Source: an optimization exercise on an open RTL-to-GDS flow (aim: small area, a short achievable clock period and few clock cycles). Production flows keep margins and buffers that such runs may drop. In this exercise RTL edits were held to simulation tests only and were not proved equivalent to the original. No activity file was given, so power comes from the tool's default toggle rates.

==> flow/design.v <==
package cfm_pkg;
   localparam int ADDR_W = 32;
   localparam int IDX_W = 4;
   localparam int PREFIX_W = 6;
   localparam int RULE_SLOTS_DEF = 16;
   localparam int RES_W = IDX_W + 2;    
   localparam logic [ADDR_W-1:0] MASK_ALL = '1;
   localparam logic [PREFIX_W-1:0] PREFIX_FULL = PREFIX_W'(ADDR_W);
   localparam logic OP_WRITE = 1'b0;
   localparam logic OP_CHECK = 1'b1;
   function automatic logic [ADDR_W-1:0] prefix_mask(input logic [PREFIX_W-1:0] len);
      logic [ADDR_W-1:0] mask;
      if (len >= PREFIX_FULL) begin
         mask = MASK_ALL;
      end else begin
         mask = ~(MASK_ALL >> len);
      end
      prefix_mask = mask;
   endfunction
endpackage
module cfm_cell #(
   parameter int INDEX = 0
) (
   input  logic                         clock,
   input  logic                         reset,       
   input  logic                         wr_go,       
   input  logic                         wr_hit,      
   input  logic [cfm_pkg::ADDR_W-1:0]   wr_network,
   input  logic [cfm_pkg::PREFIX_W-1:0] wr_prefix,
   input  logic                         wr_action,
   input  logic                         wr_enable,
   input  logic [cfm_pkg::ADDR_W-1:0]   address,
   output logic                         match,       
   output logic                         action
);
   logic [cfm_pkg::ADDR_W-1:0] net_ff;
   logic [cfm_pkg::PREFIX_W-1:0] len_ff, len_code;
   logic action_ff;
   logic valid;
   logic sel;
   assign sel = wr_go && wr_hit;
   always_comb begin
      if (!wr_enable) begin
         len_code = '1;
      end else if (wr_prefix[cfm_pkg::PREFIX_W-1]) begin
         len_code = cfm_pkg::PREFIX_FULL;
      end else begin
         len_code = wr_prefix;
      end
   end
   always_ff @(posedge clock) begin
      if (sel && wr_enable) begin
         net_ff <= wr_network;
         action_ff <= wr_action;
      end
      if (sel || reset) begin
         len_ff <= len_code | {cfm_pkg::PREFIX_W{reset}};
      end
   end
   assign valid = !(len_ff[5] && len_ff[0]);
   localparam int NBLK = cfm_pkg::ADDR_W / 4;
   logic [cfm_pkg::ADDR_W-1:0] diff;
   logic [NBLK-1:0] blk_full, blk_part, blk_miss;
   logic part1, part2, part3;
   assign diff = address ^ net_ff;
   assign part1 = len_ff[1] | len_ff[0];
   assign part2 = len_ff[1];
   assign part3 = len_ff[1] & len_ff[0];
   always_comb begin
      for (int b = 0; b < NBLK; b++) begin
         blk_full[b] = len_ff[5] || (len_ff[4:2] > 3'(b));
         blk_part[b] = !len_ff[5] && (len_ff[4:2] == 3'(b));
         blk_miss[b] = (blk_full[b] && (|diff[31-4*b -: 4])) ||
                       (blk_part[b] && ((diff[31-4*b] && part1) ||
                                        (diff[30-4*b] && part2) ||
                                        (diff[29-4*b] && part3)));
      end
   end
   assign match = valid && !(|blk_miss);
   assign action = action_ff;
endmodule
module cidr_first_match_filter_core #(
   parameter int RULE_SLOTS = cfm_pkg::RULE_SLOTS_DEF
) (
   input  logic                         clock,
   input  logic                         reset,
   input  logic                         req_valid,
   output logic                         req_ready,
   input  logic                         req_op,
   input  logic [cfm_pkg::ADDR_W-1:0]   req_address,
   input  logic [cfm_pkg::IDX_W-1:0]    req_rule_index,
   input  logic [cfm_pkg::ADDR_W-1:0]   req_rule_network,
   input  logic [cfm_pkg::PREFIX_W-1:0] req_rule_prefix,
   input  logic                         req_rule_action,
   input  logic                         req_rule_enable,
   output logic                         rsp_valid,
   input  logic                         rsp_ready,
   output logic                         rsp_allow,
   output logic                         rsp_hit,
   output logic [cfm_pkg::IDX_W-1:0]    rsp_hit_index
);
   localparam int QD = 3;                
   localparam int RES_W = cfm_pkg::RES_W;
   logic ready_ff;
   logic accept_check;
   assign accept_check = !reset && req_valid && ready_ff && (req_op == cfm_pkg::OP_CHECK);
   logic [RULE_SLOTS-1:0] match, action, write_hit;
   always_comb begin
      for (int k = 0; k < RULE_SLOTS; k++) begin
         write_hit[k] = req_valid && (req_op == cfm_pkg::OP_WRITE) &&
                        (req_rule_index == cfm_pkg::IDX_W'(k));
      end
   end
   for (genvar k = 0; k < RULE_SLOTS; k++) begin : g_cell
      cfm_cell #(
         .INDEX (k)
      ) u_cell (
         .clock      (clock),
         .reset      (reset),
         .wr_go      (ready_ff),
         .wr_hit     (write_hit[k]),
         .wr_network (req_rule_network),
         .wr_prefix  (req_rule_prefix),
         .wr_action  (req_rule_action),
         .wr_enable  (req_rule_enable),
         .address    (req_address),
         .match      (match[k]),
         .action     (action[k])
      );
   end
   logic s1_check;
   logic [RULE_SLOTS-1:0] s1_match;
   always_ff @(posedge clock) begin
      s1_check <= accept_check;
      s1_match <= match;
   end
   logic [RES_W-1:0] verdict;
   always_comb begin
      verdict = '0;
      for (int k = RULE_SLOTS - 1; k >= 0; k--) begin
         if (s1_match[k]) begin
            verdict = {action[k], 1'b1, cfm_pkg::IDX_W'(k)};
         end
      end
   end
   logic [RES_W-1:0] q_data [QD];
   logic [1:0] q_wp, q_rp, q_wp_next, q_rp_next;
   logic [QD-1:0] q_fill;
   logic h_valid;
   logic [RES_W-1:0] h_data;
   logic pop;
   logic room_pop, room_hold;     
   assign pop = q_fill[0] && rsp_ready;
   assign q_wp_next = (q_wp == 2'(QD - 1)) ? 2'd0 : q_wp + 2'd1;
   assign q_rp_next = (q_rp == 2'(QD - 1)) ? 2'd0 : q_rp + 2'd1;
   always_comb begin
      case ({s1_check, ready_ff})
         2'b00: begin room_pop = 1'b1; room_hold = !q_fill[2]; end
         2'b11: begin room_pop = !q_fill[1]; room_hold = !q_fill[0]; end
         default: begin room_pop = !q_fill[2]; room_hold = !q_fill[1]; end
      endcase
   end
   always_ff @(posedge clock) begin
      if (s1_check) begin
         q_data[q_wp] <= verdict;
      end
      if (!q_fill[0]) begin
         h_data <= verdict;
      end else if (pop) begin
         if (q_fill[1]) begin
            h_data <= q_data[q_rp_next];
         end else begin
            h_data <= verdict;
         end
      end
      if (reset) begin
         q_wp <= '0;
         q_rp <= '0;
         q_fill <= '0;
         h_valid <= 1'b0;
         ready_ff <= 1'b1;
      end else begin
         if (s1_check) begin
            q_wp <= q_wp_next;
         end
         if (pop) begin
            q_rp <= q_rp_next;
         end
         if (s1_check && !pop) begin
            q_fill <= {q_fill[QD-2:0], 1'b1};
         end else if (pop && !s1_check) begin
            q_fill <= {1'b0, q_fill[QD-1:1]};
         end
         if (!q_fill[0] || (pop && !q_fill[1])) begin
            h_valid <= s1_check;
         end
         ready_ff <= pop ? room_pop : room_hold;
      end
   end
   assign req_ready = ready_ff;
   assign rsp_valid = h_valid;
   assign {rsp_allow, rsp_hit, rsp_hit_index} = h_data;
endmodule
==> flow/flow/run.sh <==
#!/bin/bash
# The standard layout (standard.sh, ORFS synthesis to finish) with extra
# don't-use cells from flow/dont_use.mk added to the design config. Each ORFS
# step writes its own full log under orfs/logs/; make's own output goes to
# flow_make.log in the work folder.
set -euo pipefail
cat flow/dont_use.mk >> config.mk
bash standard.sh > flow_make.log 2>&1
==> flow/flow/dont_use.mk <==
# Slow non-inverting gates (OR, AND, AND-OR, OR-AND) and MUX4 kept out of
# synthesis and repair: the prefix match maps onto inverting NAND/NOR/AOI/OAI
# trees instead.
export DONT_USE_CELLS = sky130_fd_sc_hd__or4_1 sky130_fd_sc_hd__or4_2 sky130_fd_sc_hd__or4_4 sky130_fd_sc_hd__or4b_1 sky130_fd_sc_hd__or4b_2 sky130_fd_sc_hd__or4b_4 sky130_fd_sc_hd__or4bb_1 sky130_fd_sc_hd__or4bb_2 sky130_fd_sc_hd__or4bb_4 sky130_fd_sc_hd__or3_1 sky130_fd_sc_hd__or3_2 sky130_fd_sc_hd__or3_4 sky130_fd_sc_hd__or3b_1 sky130_fd_sc_hd__or3b_2 sky130_fd_sc_hd__or3b_4 sky130_fd_sc_hd__or2_0 sky130_fd_sc_hd__or2_1 sky130_fd_sc_hd__or2_2 sky130_fd_sc_hd__or2_4 sky130_fd_sc_hd__or2b_1 sky130_fd_sc_hd__or2b_2 sky130_fd_sc_hd__or2b_4 sky130_fd_sc_hd__and4_1 sky130_fd_sc_hd__and4_2 sky130_fd_sc_hd__and4_4 sky130_fd_sc_hd__and4b_1 sky130_fd_sc_hd__and4b_2 sky130_fd_sc_hd__and4b_4 sky130_fd_sc_hd__and4bb_1 sky130_fd_sc_hd__and4bb_2 sky130_fd_sc_hd__and4bb_4 sky130_fd_sc_hd__a2111oi_0 sky130_fd_sc_hd__o2111ai_1 sky130_fd_sc_hd__a2111o_1 sky130_fd_sc_hd__o2111a_1 sky130_fd_sc_hd__o311ai_0 sky130_fd_sc_hd__a311oi_1 sky130_fd_sc_hd__o41ai_1 sky130_fd_sc_hd__a41oi_1 sky130_fd_sc_hd__mux4_1 sky130_fd_sc_hd__mux4_2 sky130_fd_sc_hd__mux4_4 sky130_fd_sc_hd__mux2i_1 sky130_fd_sc_hd__mux2i_2 sky130_fd_sc_hd__mux2i_4 sky130_fd_sc_hd__a2111o_2 sky130_fd_sc_hd__a2111o_4 sky130_fd_sc_hd__o2111a_2 sky130_fd_sc_hd__o2111a_4 sky130_fd_sc_hd__a211o_1 sky130_fd_sc_hd__a211o_2 sky130_fd_sc_hd__a211o_4 sky130_fd_sc_hd__a21bo_1 sky130_fd_sc_hd__a21bo_2 sky130_fd_sc_hd__a21bo_4 sky130_fd_sc_hd__a21o_1 sky130_fd_sc_hd__a21o_2 sky130_fd_sc_hd__a21o_4 sky130_fd_sc_hd__a221o_1 sky130_fd_sc_hd__a221o_2 sky130_fd_sc_hd__a221o_4 sky130_fd_sc_hd__a22o_1 sky130_fd_sc_hd__a22o_2 sky130_fd_sc_hd__a22o_4 sky130_fd_sc_hd__a2bb2o_1 sky130_fd_sc_hd__a2bb2o_2 sky130_fd_sc_hd__a2bb2o_4 sky130_fd_sc_hd__a311o_1 sky130_fd_sc_hd__a311o_2 sky130_fd_sc_hd__a311o_4 sky130_fd_sc_hd__a31o_1 sky130_fd_sc_hd__a31o_2 sky130_fd_sc_hd__a31o_4 sky130_fd_sc_hd__a32o_1 sky130_fd_sc_hd__a32o_2 sky130_fd_sc_hd__a32o_4 sky130_fd_sc_hd__a41o_1 sky130_fd_sc_hd__a41o_2 sky130_fd_sc_hd__a41o_4 sky130_fd_sc_hd__and2_0 sky130_fd_sc_hd__and2_1 sky130_fd_sc_hd__and2_2 sky130_fd_sc_hd__and2_4 sky130_fd_sc_hd__and2b_1 sky130_fd_sc_hd__and2b_2 sky130_fd_sc_hd__and2b_4 sky130_fd_sc_hd__and3_1 sky130_fd_sc_hd__and3_2 sky130_fd_sc_hd__and3_4 sky130_fd_sc_hd__and3b_1 sky130_fd_sc_hd__and3b_2 sky130_fd_sc_hd__and3b_4 sky130_fd_sc_hd__o211a_1 sky130_fd_sc_hd__o211a_2 sky130_fd_sc_hd__o211a_4 sky130_fd_sc_hd__o21a_1 sky130_fd_sc_hd__o21a_2 sky130_fd_sc_hd__o21a_4 sky130_fd_sc_hd__o21ba_1 sky130_fd_sc_hd__o21ba_2 sky130_fd_sc_hd__o21ba_4 sky130_fd_sc_hd__o221a_1 sky130_fd_sc_hd__o221a_2 sky130_fd_sc_hd__o221a_4 sky130_fd_sc_hd__o22a_1 sky130_fd_sc_hd__o22a_2 sky130_fd_sc_hd__o22a_4 sky130_fd_sc_hd__o2bb2a_1 sky130_fd_sc_hd__o2bb2a_2 sky130_fd_sc_hd__o2bb2a_4 sky130_fd_sc_hd__o311a_1 sky130_fd_sc_hd__o311a_2 sky130_fd_sc_hd__o311a_4 sky130_fd_sc_hd__o31a_1 sky130_fd_sc_hd__o31a_2 sky130_fd_sc_hd__o31a_4 sky130_fd_sc_hd__o32a_1 sky130_fd_sc_hd__o32a_2 sky130_fd_sc_hd__o32a_4 sky130_fd_sc_hd__o41a_1 sky130_fd_sc_hd__o41a_2 sky130_fd_sc_hd__o41a_4
==> flow/standard.sh <==
#!/bin/bash
# synth_recipe.tcl (not shown) runs the flow's synth.tcl, then flattens the netlist and writes it again
# the make line also repeats each setting of config.mk as NAME=value (left out here)
make -C /OpenROAD-flow-scripts/flow DESIGN_CONFIG=/design/flow/config.mk WORK_HOME=/design/flow/orfs CLKGATE_MAP_FILE= SYNTH_SCRIPT=/design/flow/synth_recipe.tcl "${@:-finish}"
==> flow/config.mk <==
export PLATFORM = sky130hd
export DESIGN_NAME = cidr_first_match_filter_core
export DESIGN_NICKNAME = cidr_first_match_filter_core
export VERILOG_FILES = /design/flow/design.v
export SDC_FILE = /design/flow/constraint.sdc
export NUM_CORES = 4
export LEC_CHECK = 0
export CAP_MARGIN = 20
export CORE_MARGIN = 2
export CORE_UTILIZATION = 55
export CTS_CLUSTER_DIAMETER = 60
export CTS_CLUSTER_SIZE = 25
export SETUP_SLACK_MARGIN = 2.3
export SLEW_MARGIN = 20
export TNS_END_PERCENT = 0
# Slow non-inverting gates (OR, AND, AND-OR, OR-AND) and MUX4 kept out of
# synthesis and repair: the prefix match maps onto inverting NAND/NOR/AOI/OAI
# trees instead.
export DONT_USE_CELLS = sky130_fd_sc_hd__or4_1 sky130_fd_sc_hd__or4_2 sky130_fd_sc_hd__or4_4 sky130_fd_sc_hd__or4b_1 sky130_fd_sc_hd__or4b_2 sky130_fd_sc_hd__or4b_4 sky130_fd_sc_hd__or4bb_1 sky130_fd_sc_hd__or4bb_2 sky130_fd_sc_hd__or4bb_4 sky130_fd_sc_hd__or3_1 sky130_fd_sc_hd__or3_2 sky130_fd_sc_hd__or3_4 sky130_fd_sc_hd__or3b_1 sky130_fd_sc_hd__or3b_2 sky130_fd_sc_hd__or3b_4 sky130_fd_sc_hd__or2_0 sky130_fd_sc_hd__or2_1 sky130_fd_sc_hd__or2_2 sky130_fd_sc_hd__or2_4 sky130_fd_sc_hd__or2b_1 sky130_fd_sc_hd__or2b_2 sky130_fd_sc_hd__or2b_4 sky130_fd_sc_hd__and4_1 sky130_fd_sc_hd__and4_2 sky130_fd_sc_hd__and4_4 sky130_fd_sc_hd__and4b_1 sky130_fd_sc_hd__and4b_2 sky130_fd_sc_hd__and4b_4 sky130_fd_sc_hd__and4bb_1 sky130_fd_sc_hd__and4bb_2 sky130_fd_sc_hd__and4bb_4 sky130_fd_sc_hd__a2111oi_0 sky130_fd_sc_hd__o2111ai_1 sky130_fd_sc_hd__a2111o_1 sky130_fd_sc_hd__o2111a_1 sky130_fd_sc_hd__o311ai_0 sky130_fd_sc_hd__a311oi_1 sky130_fd_sc_hd__o41ai_1 sky130_fd_sc_hd__a41oi_1 sky130_fd_sc_hd__mux4_1 sky130_fd_sc_hd__mux4_2 sky130_fd_sc_hd__mux4_4 sky130_fd_sc_hd__mux2i_1 sky130_fd_sc_hd__mux2i_2 sky130_fd_sc_hd__mux2i_4 sky130_fd_sc_hd__a2111o_2 sky130_fd_sc_hd__a2111o_4 sky130_fd_sc_hd__o2111a_2 sky130_fd_sc_hd__o2111a_4 sky130_fd_sc_hd__a211o_1 sky130_fd_sc_hd__a211o_2 sky130_fd_sc_hd__a211o_4 sky130_fd_sc_hd__a21bo_1 sky130_fd_sc_hd__a21bo_2 sky130_fd_sc_hd__a21bo_4 sky130_fd_sc_hd__a21o_1 sky130_fd_sc_hd__a21o_2 sky130_fd_sc_hd__a21o_4 sky130_fd_sc_hd__a221o_1 sky130_fd_sc_hd__a221o_2 sky130_fd_sc_hd__a221o_4 sky130_fd_sc_hd__a22o_1 sky130_fd_sc_hd__a22o_2 sky130_fd_sc_hd__a22o_4 sky130_fd_sc_hd__a2bb2o_1 sky130_fd_sc_hd__a2bb2o_2 sky130_fd_sc_hd__a2bb2o_4 sky130_fd_sc_hd__a311o_1 sky130_fd_sc_hd__a311o_2 sky130_fd_sc_hd__a311o_4 sky130_fd_sc_hd__a31o_1 sky130_fd_sc_hd__a31o_2 sky130_fd_sc_hd__a31o_4 sky130_fd_sc_hd__a32o_1 sky130_fd_sc_hd__a32o_2 sky130_fd_sc_hd__a32o_4 sky130_fd_sc_hd__a41o_1 sky130_fd_sc_hd__a41o_2 sky130_fd_sc_hd__a41o_4 sky130_fd_sc_hd__and2_0 sky130_fd_sc_hd__and2_1 sky130_fd_sc_hd__and2_2 sky130_fd_sc_hd__and2_4 sky130_fd_sc_hd__and2b_1 sky130_fd_sc_hd__and2b_2 sky130_fd_sc_hd__and2b_4 sky130_fd_sc_hd__and3_1 sky130_fd_sc_hd__and3_2 sky130_fd_sc_hd__and3_4 sky130_fd_sc_hd__and3b_1 sky130_fd_sc_hd__and3b_2 sky130_fd_sc_hd__and3b_4 sky130_fd_sc_hd__o211a_1 sky130_fd_sc_hd__o211a_2 sky130_fd_sc_hd__o211a_4 sky130_fd_sc_hd__o21a_1 sky130_fd_sc_hd__o21a_2 sky130_fd_sc_hd__o21a_4 sky130_fd_sc_hd__o21ba_1 sky130_fd_sc_hd__o21ba_2 sky130_fd_sc_hd__o21ba_4 sky130_fd_sc_hd__o221a_1 sky130_fd_sc_hd__o221a_2 sky130_fd_sc_hd__o221a_4 sky130_fd_sc_hd__o22a_1 sky130_fd_sc_hd__o22a_2 sky130_fd_sc_hd__o22a_4 sky130_fd_sc_hd__o2bb2a_1 sky130_fd_sc_hd__o2bb2a_2 sky130_fd_sc_hd__o2bb2a_4 sky130_fd_sc_hd__o311a_1 sky130_fd_sc_hd__o311a_2 sky130_fd_sc_hd__o311a_4 sky130_fd_sc_hd__o31a_1 sky130_fd_sc_hd__o31a_2 sky130_fd_sc_hd__o31a_4 sky130_fd_sc_hd__o32a_1 sky130_fd_sc_hd__o32a_2 sky130_fd_sc_hd__o32a_4 sky130_fd_sc_hd__o41a_1 sky130_fd_sc_hd__o41a_2 sky130_fd_sc_hd__o41a_4
==> flow/constraint.sdc <==
create_clock -name core_clock -period 4.0 [get_ports {clock}]
set_input_delay 0.8000 -clock core_clock [delete_from_list [all_inputs] [get_ports {clock}]]
set_output_delay 0.8000 -clock core_clock [all_outputs]
set_load 0.01 [all_outputs]
==> impl_metrics.json, run 1 <==
{
  "synth-seq-cells": 674,
  "power_density_nw_per_um2": 389.5,
  "finalPower_uw": 14730,
  "synth-simple-area-share": 0.1007,
  "min_period_ns": 2.157,
  "synth_fp_nets": 2618,
  "drt_iter0_drc": 3187,
  "maxSlewViolCount": 0,
  "async_flop_share": 0,
  "portBuffers": 88,
  "synth_area_um2": 31860,
  "maxCapViolCount": 0,
  "synth_cell_types": 53,
  "skew_ns": 0.01900,
  "crit_required_ns": 4.49,
  "ys.warnings.count": 17,
  "min_path_type": "reg2reg",
  "fin_crit_sh": 0.5392,
  "cp-start-kind": "primary input",
  "clock_path_buffers": 3,
  "dp_slack_ns": 0.4349,
  "die_area_um2": 59860,
  "netlist.area_leader.share": 0.6108,
  "crit_type": "in2reg",
  "multi_input_area_um2": 11870,
  "placed_cell_area_um2": 34390,
  "clk_pin_slew_ns": 0.08,
  "setup_tns_ns": 0,
  "synth_adder_area_share": 0.001492,
  "htreeDepth": 2,
  "vdd_drop_max_mv": 0.5047,
  "yosys.area.top_type": "edfxtp_1",
  "setup_viol": 0,
  "die_x_um": 244.7,
  "yosys-top-cells-area": "edfxtp_1 61%, xor2_1 10%, xnor2_1 3.9%",
  "drt_first_pass_iters": 5,
  "fmax_ghz": 0.4637,
  "core_um2": 57480,
  "cts_hold_buffers": 0,
  "synth_edf_count": 648,
  "antenna_left": 0,
  "start_util": 0.5543,
  "worstMarginPinSlew_ns": 1.263,
  "worstPathArrival_ns": 2.64,
  "drive_gt1_frac": 0.1729,
  "synth_xor_area_frac": 0.1417,
  "cts_root_buf": "clkbuf_16",
  "slowest_delay_ns": 0.46,
  "setup.worst_path.end_class": "register",
  "cpLargestDelayFamily": "simple AND/OR/NAND/NOR gates",
  "numCtsBuffers": 48,
  "die_h_um": 244.7,
  "clkLatencyLatePin_ns": 0.62,
  "path_cells": "clkdlybuf4s15_2 > xor2_1 > nor4_2 > nand3_2 > a2111oi_4 > a21oi_1 > nor4_1",
  "syn_avg_cell_area_um2": 12.57,
  "routed_wl_mm": 114.0,
  "setup_ws_ns": 1.843,
  "antenna_found_initial": 3,
  "wire_per_inst_um": 31.96,
  "slew-limit-headroom": 0.1552,
  "cts_sinks": 674,
  "routed_via_density": 6.429,
  "area_delta_synth_final_pct": 18.68,
  "rsz0062_at_grt": "yes",
  "grt_max_degree": 34,
  "grt-ovfl-total": 0,
  "std_cell_rows": 88,
  "synthCells": 2534,
  "finalInstanceArea_um2": 37810,
  "hpwl_mm": 76.26,
  "drc": 0,
  "gp_congestion": 1.030,
  "status": "finished clean",
  "slowest_stage": "nor4_2",
  "cp_max_fo": 3,
  "synth_top_family_by_area": "XOR/XNOR gates",
  "grt_pass1_vias": 21211,
  "fin_hold_ws_ns": 0.5093,
  "grtUsageTotal": 0.3795,
  "static-leakage-power_uw": 0.01272,
  "hold_viol": 0,
  "fill_cells": 4370,
  "synth-compound-area-share": 0.09839,
  "seq_area_frac_synth": 0.6272,
  "yosys-mux-area-fraction": 0.001414,
  "synth_ff_type": "edfxtp_1",
  "final-seq-area_um2": 19980,
  "cts_tree": "built",
  "crit_buf_inv": 1,
  "vias": 22925,
  "grt_pass1_wl_mm": 158.0,
  "final_nets": 2846,
  "ios": 89
}
## synth_stat cells (10+ instances only)
| cell type | instances |
|---|---|
| a211oi_1 | 56 |
| a21oi_1 | 140 |
| a22oi_1 | 10 |
| a2bb2oi_1 | 10 |
| a31oi_1 | 26 |
| buf_2 | 45 |
| clkbuf_1 | 65 |
| dfxtp_1 | 26 |
| edfxtp_1 | 648 |
| inv_1 | 76 |
| nand2_1 | 126 |
| nand2b_1 | 32 |
| nand3_1 | 62 |
| nand4_1 | 29 |
| nand4b_1 | 11 |
| nor2_1 | 169 |
| nor2b_1 | 15 |
| nor3_1 | 60 |
| nor4_1 | 76 |
| nor4b_1 | 19 |
| o211ai_1 | 43 |
| o21ai_0 | 135 |
| o221ai_1 | 12 |
| o22ai_1 | 11 |
| o31ai_1 | 13 |
| xnor2_1 | 142 |
| xor2_1 | 368 |
## kinds of logic (layout without fill, tap and decap cells)
logic type                 count (synthesis)  after routing
muxes                                      4              4
and+or+nand+nor                          628            628
other                                      0              1
AOI/OAI and AO/OA                        505            505
xor gates and xnor gates                 513            513
adders and majority gates                  4              4
buffers and inverters                    206            472
DFF                                      674            674
## state kept, by name, summed over array words and instances (netlist names)
signal	count
g_cell.u_cell.action_ff	16
g_cell.u_cell.len_ff	96
g_cell.u_cell.net_ff	512
h_data	6
h_valid	1
q_data	18
q_fill	3
q_rp	2
q_wp	2
ready_ff	1
s1_check	1
s1_match	16
## timing repair
action	in CTS	in global routing
gates resized for setup	341	61
pin swaps	54	24
setup buffers	59	15
cloned	7	0
setup endpoints to repair	783	767
hold endpoints to repair	0	0
## cell type report
cell class                      count  area share
Sequential cell                   674      0.5286
Multi-Input combinational cell   1654      0.3141
Timing Repair Buffer              308     0.08151
Clock buffer                       53     0.03283
Tap cell                          765     0.02532
Clock inverter                     35     0.01006
Inverter                           76    0.007546
Antenna cell                        1  0.00006619
## routing by layer
layer | global-route usage | part of all wire | routed length, µm
met1 | 0.5458 | 0.40 | 45590
met2 | 0.5421 | 0.42 | 48050
met3 | 0.1203 | 0.13 | 15250
met4 | 0.1388 | 0.044 | 5045
met5 | 0 | 0.00045 | 51
## tightest hold or removal path, cell delays in order, from the launching register on
cell and delay (ns):
dfxtp_2 0.32, o211ai_1 0.08, a21oi_1 0.07
## power by group
group / leakage (µW) / internal (µW) / switching, µW / total (µW)
Combinational: 0.00591 / 550 / 1020 / 1570
Clock: 0.000765 / 2490 / 2730 / 5220
Sequential: 0.00604 / 7800 / 130 / 7930
## layout by cell type, fill, tap and decap left out, types with 24 or more instances in the layout
cell / netlist / layout
a211oi_1: 56 / 48
a21oi_1: 140 / 134
a31oi_1: 26 / 25
buf_12: 0 / 28
buf_4: 8 / 163
clkbuf_16: 0 / 49
clkdlybuf4s50_1: 0 / 41
dfxtp_1: 26 / 24
edfxtp_1: 648 / 648
inv_1: 76 / 73
nand2_1: 126 / 122
nand2b_1: 32 / 30
nand3_1: 62 / 56
nand4_1: 29 / 29
nor2_1: 169 / 148
nor3_1: 60 / 55
nor4_1: 76 / 56
o211ai_1: 43 / 43
o21ai_0: 135 / 115
xnor2_1: 142 / 133
xor2_1: 368 / 355
## metrics by stage
| step | cells | utilization |
|---|---|---|
| after floorplan | 2534 | - |
| after global placement | 3394 | 0.5976 |
| after detailed placement | 3396 | 0.5983 |
| after CTS | 3550 | 0.6520 |
| after global routing | 3565 | 0.6577 |
| final | 3566 | 0.6578 |
## final timing paths
kind | startpoint | endpoint | slack, ns | cells after the start
worst max-delay path | req_address[7] | s1_match[10] | 1.84 | 7
worst min-delay path | h_valid | h_valid | 0.51 | 2
worst max register to register | g_cell[11].u_cell.len_ff[2] | s1_match[11] | 1.94 | 5
worst min register to register | h_valid | h_valid | 0.51 | 2
Testbench counts, summed over its fixed seeds: cycles 12,144.
==> inputs of run 2 (changes only) <==
--- a/flow/config.mk
+++ b/flow/config.mk
@@ -7,7 +7,7 @@
 export LEC_CHECK = 0
 export CAP_MARGIN = 20
 export CORE_MARGIN = 2
-export CORE_UTILIZATION = 55
+export CORE_UTILIZATION = 62
 export CTS_CLUSTER_DIAMETER = 60
 export CTS_CLUSTER_SIZE = 25
 export SETUP_SLACK_MARGIN = 2.3
==> impl_metrics.json, run 2 <==
{
  "p_sw_uw": 4002,
  "portBuffers": 88,
  "drt_first_pass_iters": 8,
  "setup_ws_ns": 1.896,
  "maxSlewViolCount": 0,
  "mostFrequentLayoutCells": "648 x edfxtp_1, 349 x xor2_1, 180 x buf_4",
  "synth_cell_types": 53,
  "crit_type": "in2reg",
  "r2r-end": "q_data[1][5]",
  "cts_root_buf": "clkbuf_16",
  "skew_ns": 0.03931,
  "drt_iter0_drc": 3492,
  "power_density_nw_per_um2": 387.3,
  "reg2reg_from": "s1_match[8]",
  "clk_pin_slew_ns": 0.08,
  "synthTopCellsByCount": "648 x edfxtp_1, 368 x xor2_1, 169 x nor2_1",
  "cts_tree": "built",
  "min_path_type": "reg2reg",
  "ys.warnings.count": 17,
  "pwr-share-seq": 0.531,
  "async_flop_share": 0,
  "grt_max_degree": 34,
  "ios": 89,
  "synthCells": 2534,
  "synth_most_common_cell": "edfxtp_1",
  "synth_edf_count": 648,
  "setup_viol": 0,
  "p_int_uw": 10930,
  "slowest_stage": "o21ai_4",
  "seq_area_frac_synth": 0.6272,
  "antenna_left": 0,
  "reg2regPathDepth": 6,
  "cts_sinks": 674,
  "grt_pass1_vias": 22217,
  "final_common_cell": "edfxtp_1",
  "cp_max_fo": 16,
  "fill_cells": 3292,
  "worstPathArrival_ns": 2.38,
  "vdd_drop_max_mv": 0.5267,
  "die_x_um": 230.7,
  "maxCapViolCount": 0,
  "drc": 0,
  "clkLatencyLatePin_ns": 0.64,
  "setup.worst_path.end_class": "register",
  "wire_per_inst_um": 33.44,
  "path_cells": "clkdlybuf4s50_1 > o21ai_4",
  "status": "finished clean",
  "min_to": "q_wp[1]",
  "drive_gt1_frac": 0.1923,
  "cp-start-kind": "primary input",
  "die_area_um2": 53210,
  "static-leakage-power_uw": 0.01307,
  "worstMarginPinSlew_ns": 1.390,
  "routed_wl_mm": 117.5,
  "synth_area_um2": 31860,
  "std_cell_rows": 83,
  "power_frac_clock": 0.355,
  "slew-limit-headroom": 0.07072,
  "grt-ovfl-total": 0,
  "antenna_found_initial": 5,
  "crit_required_ns": 4.28,
  "slowest_delay_ns": 0.94,
  "synth_fp_nets": 2618,
  "rsz0062_at_grt": "yes",
  "grtUsageTotal": 0.4397,
  "final_nets": 2876,
  "grt_pass1_wl_mm": 161.4,
  "netlist.area_leader.share": 0.6108,
  "min_period_ns": 2.104,
  "min_from": "q_wp[1]",
  "routed_via_density": 6.844,
  "switching_share": 0.2681,
  "synth_ff_type": "edfxtp_1",
  "setup_tns_ns": 0,
  "fmax_ghz": 0.4754,
  "fin_crit_sh": 0.5259,
  "vias": 24049,
  "hpwl_mm": 71.43,
  "core_um2": 51090,
  "yosys.area.top_type": "edfxtp_1",
  "synth-seq-cells": 674,
  "numCtsBuffers": 46,
  "syn_avg_cell_area_um2": 12.57,
  "reg_top3": "g_cell.u_cell.net_ff (512), g_cell.u_cell.len_ff (96), q_data (18)",
  "crit_buf_inv": 1,
  "cpLargestDelayFamily": "compound AO/OA/AOI/OAI gates",
  "clock_path_buffers": 3,
  "dp_slack_ns": 0.3642,
  "crit_start": "req_rule_prefix[5]",
  "r2r_slack_ns": 1.99,
  "largest_reg_flops": 512,
  "area_delta_synth_final_pct": 21.00,
  "gp_congestion": 1.020,
  "hold_viol": 0,
  "start_util": 0.6235,
  "hold_depth": 2,
  "power_frac_comb": 0.113,
  "htreeDepth": 2,
  "die_h_um": 230.7,
  "yosys-top-cells-area": "edfxtp_1 61%, xor2_1 10%, xnor2_1 3.9%",
  "largest-register": "g_cell.u_cell.net_ff"
}
run 2: changes by cell type in the layout (fill, tap and decap cells not counted), moves of 6 or more:
cell	previous run	this run
buf_4	163	180
clkbuf_2	1	7
buf_2	23	16
nor4_2	19	30
a211oi_2	7	13
buf_6	18	4
xnor2_1	133	126
clkinvlp_4	8	2
nor4_1	56	44
xnor2_2	7	16
buf_12	28	51
xor2_1	355	349
run 2: kinds of logic after synthesis:
| logic type | count (synthesis) | share of synthesized area |
|---|---|---|
| buf+inv | 206 | 0.02910 |
| fa+ha+maj | 4 | 0.001493 |
| xor+xnor | 513 | 0.1417 |
| mux | 4 | 0.001414 |
| simple gates | 628 | 0.1007 |
| compound gates | 505 | 0.09839 |
| flops | 674 | 0.6272 |
run 2: worst max-delay path by stage:
| stage | to | slack (ns) | cells past startpoint |
|---|---|---|---|
| finish | g_cell[13].u_cell.len_ff[4] | 1.90 | 2 |
| floorplan | g_cell[0].u_cell.action_ff | 1.49 | 4 |
| global route | s1_match[9] | 1.91 | 10 |
| CTS | g_cell[13].u_cell.len_ff[4] | 1.96 | 2 |
| detailed placement | s1_match[10] | 0.36 | 7 |
| global placement | s1_match[11] | 0.39 | 7 |
run 2: metrics by stage:
stage / cells / total power [µW] / hold WS, ns / area [µm²] / util
floorplan: 2534 / 8720 / 0.4601 / 32020 / -
global placement: 3296 / 9395 / 0.4707 / 34220 / 0.6697
detailed placement: 3296 / 9406 / 0.5092 / 34200 / 0.6694
CTS: 3475 / 14760 / 0.5199 / 37930 / 0.7424
global route: 3510 / 15190 / 0.5638 / 38540 / 0.7542
finish: 3514 / 14930 / 0.5141 / 38550 / 0.7544
run 2: metal layers:
layer	routed length [µm]	share of wire	vias to the layer above	track usage
met2	48160	0.41	2125	0.6119
li1	-	-	9898	-
met3	19300	0.16	476	0.1608
met5	13	0.00011	-	0
met1	41630	0.35	11548	0.5943
met4	8392	0.071	2	0.2581
run 2: power by group through the flow:
| stage | combinational [µW] | sequential [µW] | clock (µW) |
|---|---|---|---|
| after floorplan | 720 | 8000 | 0 |
| after global placement | 1300 | 8090 | 0 |
| after detailed placement | 1310 | 8090 | 0 |
| after CTS | 1540 | 7930 | 5290 |
| after global routing | 1720 | 7940 | 5540 |
| final | 1690 | 7930 | 5310 |
run 2: repair_timing:
action	CTS	global route
cloned	13	1
gates resized for setup	318	111
pin swaps	39	44
endpoints found under the setup margin	814	830
hold buffers	0	0
setup buffers	81	33
run 2: final cells by class:
type	count	area (µm²)	share of cell area
sequential	674	19980	0.5184
multi-input combinational	1654	12110	0.3142
timing repair buffer	340	3641	0.09446
clock buffer	51	1191	0.03090
tap	680	850.8	0.02207
clock inverter	34	461.7	0.01198
inverter	76	292.8	0.007595
antenna	5	12.51	0.0003246
run 2: worst reg2reg max path, delay by kind of cell (launching register included):
kind	cells	cell delay [ns]
and+or+nand+nor	1	0.31
AOI/OAI and AO/OA	5	0.97
DFF	1	0.43
==> inputs of run 3 (changes only) <==
--- a/flow/config.mk
+++ b/flow/config.mk
@@ -7,12 +7,11 @@
 export LEC_CHECK = 0
 export CAP_MARGIN = 20
 export CORE_MARGIN = 2
-export CORE_UTILIZATION = 62
+export CORE_UTILIZATION = 55
 export CTS_CLUSTER_DIAMETER = 60
 export CTS_CLUSTER_SIZE = 25
-export SETUP_SLACK_MARGIN = 2.3
+export SETUP_SLACK_MARGIN = 2.05
 export SLEW_MARGIN = 20
-export TNS_END_PERCENT = 0
 # Slow non-inverting gates (OR, AND, AND-OR, OR-AND) and MUX4 kept out of
 # synthesis and repair: the prefix match maps onto inverting NAND/NOR/AOI/OAI
 # trees instead.
==> impl_metrics.json, run 3 <==
{
  "setup.worst_path.end_class": "register",
  "synthTopCellsByCount": "648 x edfxtp_1, 368 x xor2_1, 169 x nor2_1",
  "static-leakage-power_uw": 0.01327,
  "crit_type": "in2reg",
  "antenna_left": 0,
  "drc": 0,
  "mostFrequentLayoutCells": "648 x edfxtp_1, 322 x xor2_1, 176 x buf_4",
  "ios": 89,
  "r2r-end": "s1_match[10]",
  "synth-seq-cells": 674,
  "async_flop_share": 0,
  "gp_congestion": 1.048,
  "min_period_ns": 2.135,
  "routed_wl_mm": 114.4,
  "crit_start": "req_address[7]",
  "maxSlewViolCount": 0,
  "area_delta_synth_final_pct": 23.86,
  "synth_edf_count": 648,
  "power_density_nw_per_um2": 380.0,
  "grt_pass1_vias": 21350,
  "fill_cells": 4195,
  "numCtsBuffers": 48,
  "syn_avg_cell_area_um2": 12.57,
  "fmax_ghz": 0.4683,
  "multi_input_area_um2": 12790,
  "critical_path.endpoint": "s1_match[10]",
  "grt_max_degree": 34,
  "grtUsageTotal": 0.3770,
  "fin_crit_sh": 0.5338,
  "status": "finished clean",
  "std_cell_rows": 88,
  "crit_required_ns": 4.54,
  "slew-limit-headroom": 0.1637,
  "setup_viol": 0,
  "reg_top3": "g_cell.u_cell.net_ff (512), g_cell.u_cell.len_ff (96), q_data (18)",
  "final_common_cell": "edfxtp_1",
  "wire_per_inst_um": 31.54,
  "synth_area_um2": 31860,
  "clkLatencyLatePin_ns": 0.63,
  "cp-start-kind": "primary input",
  "die_h_um": 244.7,
  "cp_max_fo": 4,
  "p_int_uw": 10950,
  "yosys.area.top_type": "edfxtp_1",
  "synth_cell_types": 53,
  "largest-register": "g_cell.u_cell.net_ff",
  "portBuffers": 88,
  "maxCapViolCount": 0,
  "drt_iter0_drc": 3837,
  "synth_ff_type": "edfxtp_1",
  "htreeDepth": 2,
  "synth_most_common_cell": "edfxtp_1",
  "final_nets": 2898,
  "switching_share": 0.2697,
  "ys.warnings.count": 17,
  "antenna_found_initial": 2,
  "rsz0062_at_grt": "yes",
  "synthCells": 2534,
  "yosys-top-cells-area": "edfxtp_1 61%, xor2_1 10%, xnor2_1 3.9%",
  "core_um2": 57480,
  "worstMarginPinSlew_ns": 1.251,
  "reg2reg_from": "g_cell[10].u_cell.net_ff[7]",
  "worstPathArrival_ns": 2.68,
  "start_util": 0.5543,
  "final-seq-area_um2": 19980,
  "p_sw_uw": 4045,
  "cts_sinks": 674,
  "vias": 23557,
  "synth_fp_nets": 2618,
  "seq_area_frac_synth": 0.6272,
  "r2r_slack_ns": 1.89,
  "drive_gt1_frac": 0.2320,
  "vdd_drop_max_mv": 0.4099,
  "hpwl_mm": 74.05,
  "largest_reg_flops": 512,
  "power_frac_comb": 0.113,
  "netlist.area_leader.share": 0.6108,
  "pwr-share-seq": 0.529,
  "hold_viol": 0,
  "clock_path_buffers": 3,
  "routed_via_density": 6.497,
  "grt-ovfl-total": 0,
  "clk_pin_slew_ns": 0.09,
  "cts_tree": "built",
  "placed_cell_area_um2": 34190,
  "setup_tns_ns": 0,
  "skew_ns": 0.01811,
  "finalInstanceArea_um2": 39460,
  "cts_root_buf": "clkbuf_16",
  "die_x_um": 244.7,
  "grt_pass1_wl_mm": 157.9,
  "reg2regPathDepth": 7,
  "min_path_type": "reg2reg",
  "drt_first_pass_iters": 5,
  "power_frac_clock": 0.358,
  "fin_hold_ws_ns": 0.5014,
  "die_area_um2": 59860
}
## run 3: per-layer routing
| layer | global-route usage | part of all wire | up-vias | routed length [µm] |
|---|---|---|---|---|
| li1 | - | - | 9932 | - |
| met1 | 0.5525 | 0.40 | 11752 | 46020 |
| met2 | 0.5317 | 0.43 | 1665 | 48880 |
| met3 | 0.1195 | 0.14 | 208 | 15590 |
| met4 | 0.1275 | 0.034 | 0 | 3873 |
| met5 | 0 | 0 | - | 0 |
## run 3: layout make-up
class,count,share of cell area
Clock inverter,35,0.01078
Antenna cell,8,0.0005074
Tap cell,765,0.02426
Inverter,76,0.007610
Sequential cell,674,0.5065
Clock buffer,54,0.03209
Timing Repair Buffer,360,0.09411
Multi-Input combinational cell,1654,0.3242
## run 3: repair_timing
item | 4_1_cts | 5_1_grt
resized for setup | 395 | 222
setup endpoints to repair | 729 | 513
pin swaps | 82 | 92
buffers inserted | 93 | 51
gates cloned | 8 | 2
hold buffers | 0 | 0
hold endpoints to repair | 0 | 0
## run 3: critical path, cell delays in order
cell and delay [ns]:
buf_2 0.15, buf_12 0.16, xor2_4 0.19, nor4_4 0.31, buf_4 0.18, nand3_4 0.08
a2111oi_4 0.41, a21oi_2 0.07, nor4_2 0.31
## run 3: per-stage QoR
| step | setup slack (ns) | util | cells | total power (µW) |
|---|---|---|---|---|
| 2_1_floorplan | 1.494 | - | 2534 | 8720 |
| 3_3_place_gp | 0.1400 | 0.5954 | 3375 | 9379 |
| 3_5_place_dp | 0.1113 | 0.5949 | 3375 | 9388 |
| 4_1_cts | 1.819 | 0.6629 | 3565 | 14850 |
| 5_1_grt | 1.855 | 0.6862 | 3618 | 15320 |
| 6_report | 1.865 | 0.6865 | 3626 | 15000 |
## run 3: power groups by stage
stage | Sequential, µW | Clock (µW) | Combinational [µW]
finish | 7930 | 5370 | 1700
global route | 7940 | 5630 | 1750
CTS | 7930 | 5410 | 1510
detailed placement | 8090 | 0 | 1300
global placement | 8090 | 0 | 1290
floorplan | 8000 | 0 | 720
## run 3: cell families after synthesis
logic type                 Yosys count  share of synthesized area
AOI/OAI and AO/OA                  505                    0.09839
and+or+nand+nor                    628                     0.1007
DFF                                674                     0.6272
buffers and inverters              206                    0.02910
muxes                                4                   0.001414
xor gates and xnor gates           513                     0.1417
adders and majority gates            4                   0.001493
## run 3: worst min-delay path by stage
stage                        from  endpoint  slack [ns]  cells after the start
after detailed placement  h_valid   h_valid        0.50                      2
after floorplan           q_wp[1]   q_wp[1]        0.46                      2
after CTS                 h_valid   h_valid        0.50                      2
after global routing       req_op  s1_check        0.51                      2
after global placement    q_wp[1]   q_wp[1]        0.47                      2
final                     h_valid   h_valid        0.50                      2

what the ideal ports hide:
The flow's constraints put no driver on any port. The routed layouts listed below were extracted and timed again, unchanged, in two steps. Step 1: set_driving_cell puts a clkbuf_16 on clock and a buf_2 on each other input, an assumption about the parent block. Step 2 moves the port delays by t, midway between the first and last clock arrival at a register: inputs arrive t later, outputs are due t later. That takes back most of the time a late clock gives input paths. a / b / c = ideal ports / drivers / drivers and shift; a / b = the first two.
run | shift t [ns] | setup slack, ns | worst setup path after step 2 | latest minus earliest clock arrival (ns) | worst data-port slew with drivers (ns)
run 1 | 0.672 | 1.843 / 1.874 / 1.202 | input to register | 0.020 / 0.020 | 0.15
run 2 | 0.688 | 1.896 / 1.913 / 1.247 | input to register | 0.041 / 0.042 | 0.06
run 3 | 0.694 | 1.865 / 1.892 / 1.212 | input to register | 0.025 / 0.025 | 0.04
After both steps setup and hold are still met in every run listed. The setup slack of run 3, which loses most, moves by +0.027 ns with the drivers and by -0.653 ns with both steps.
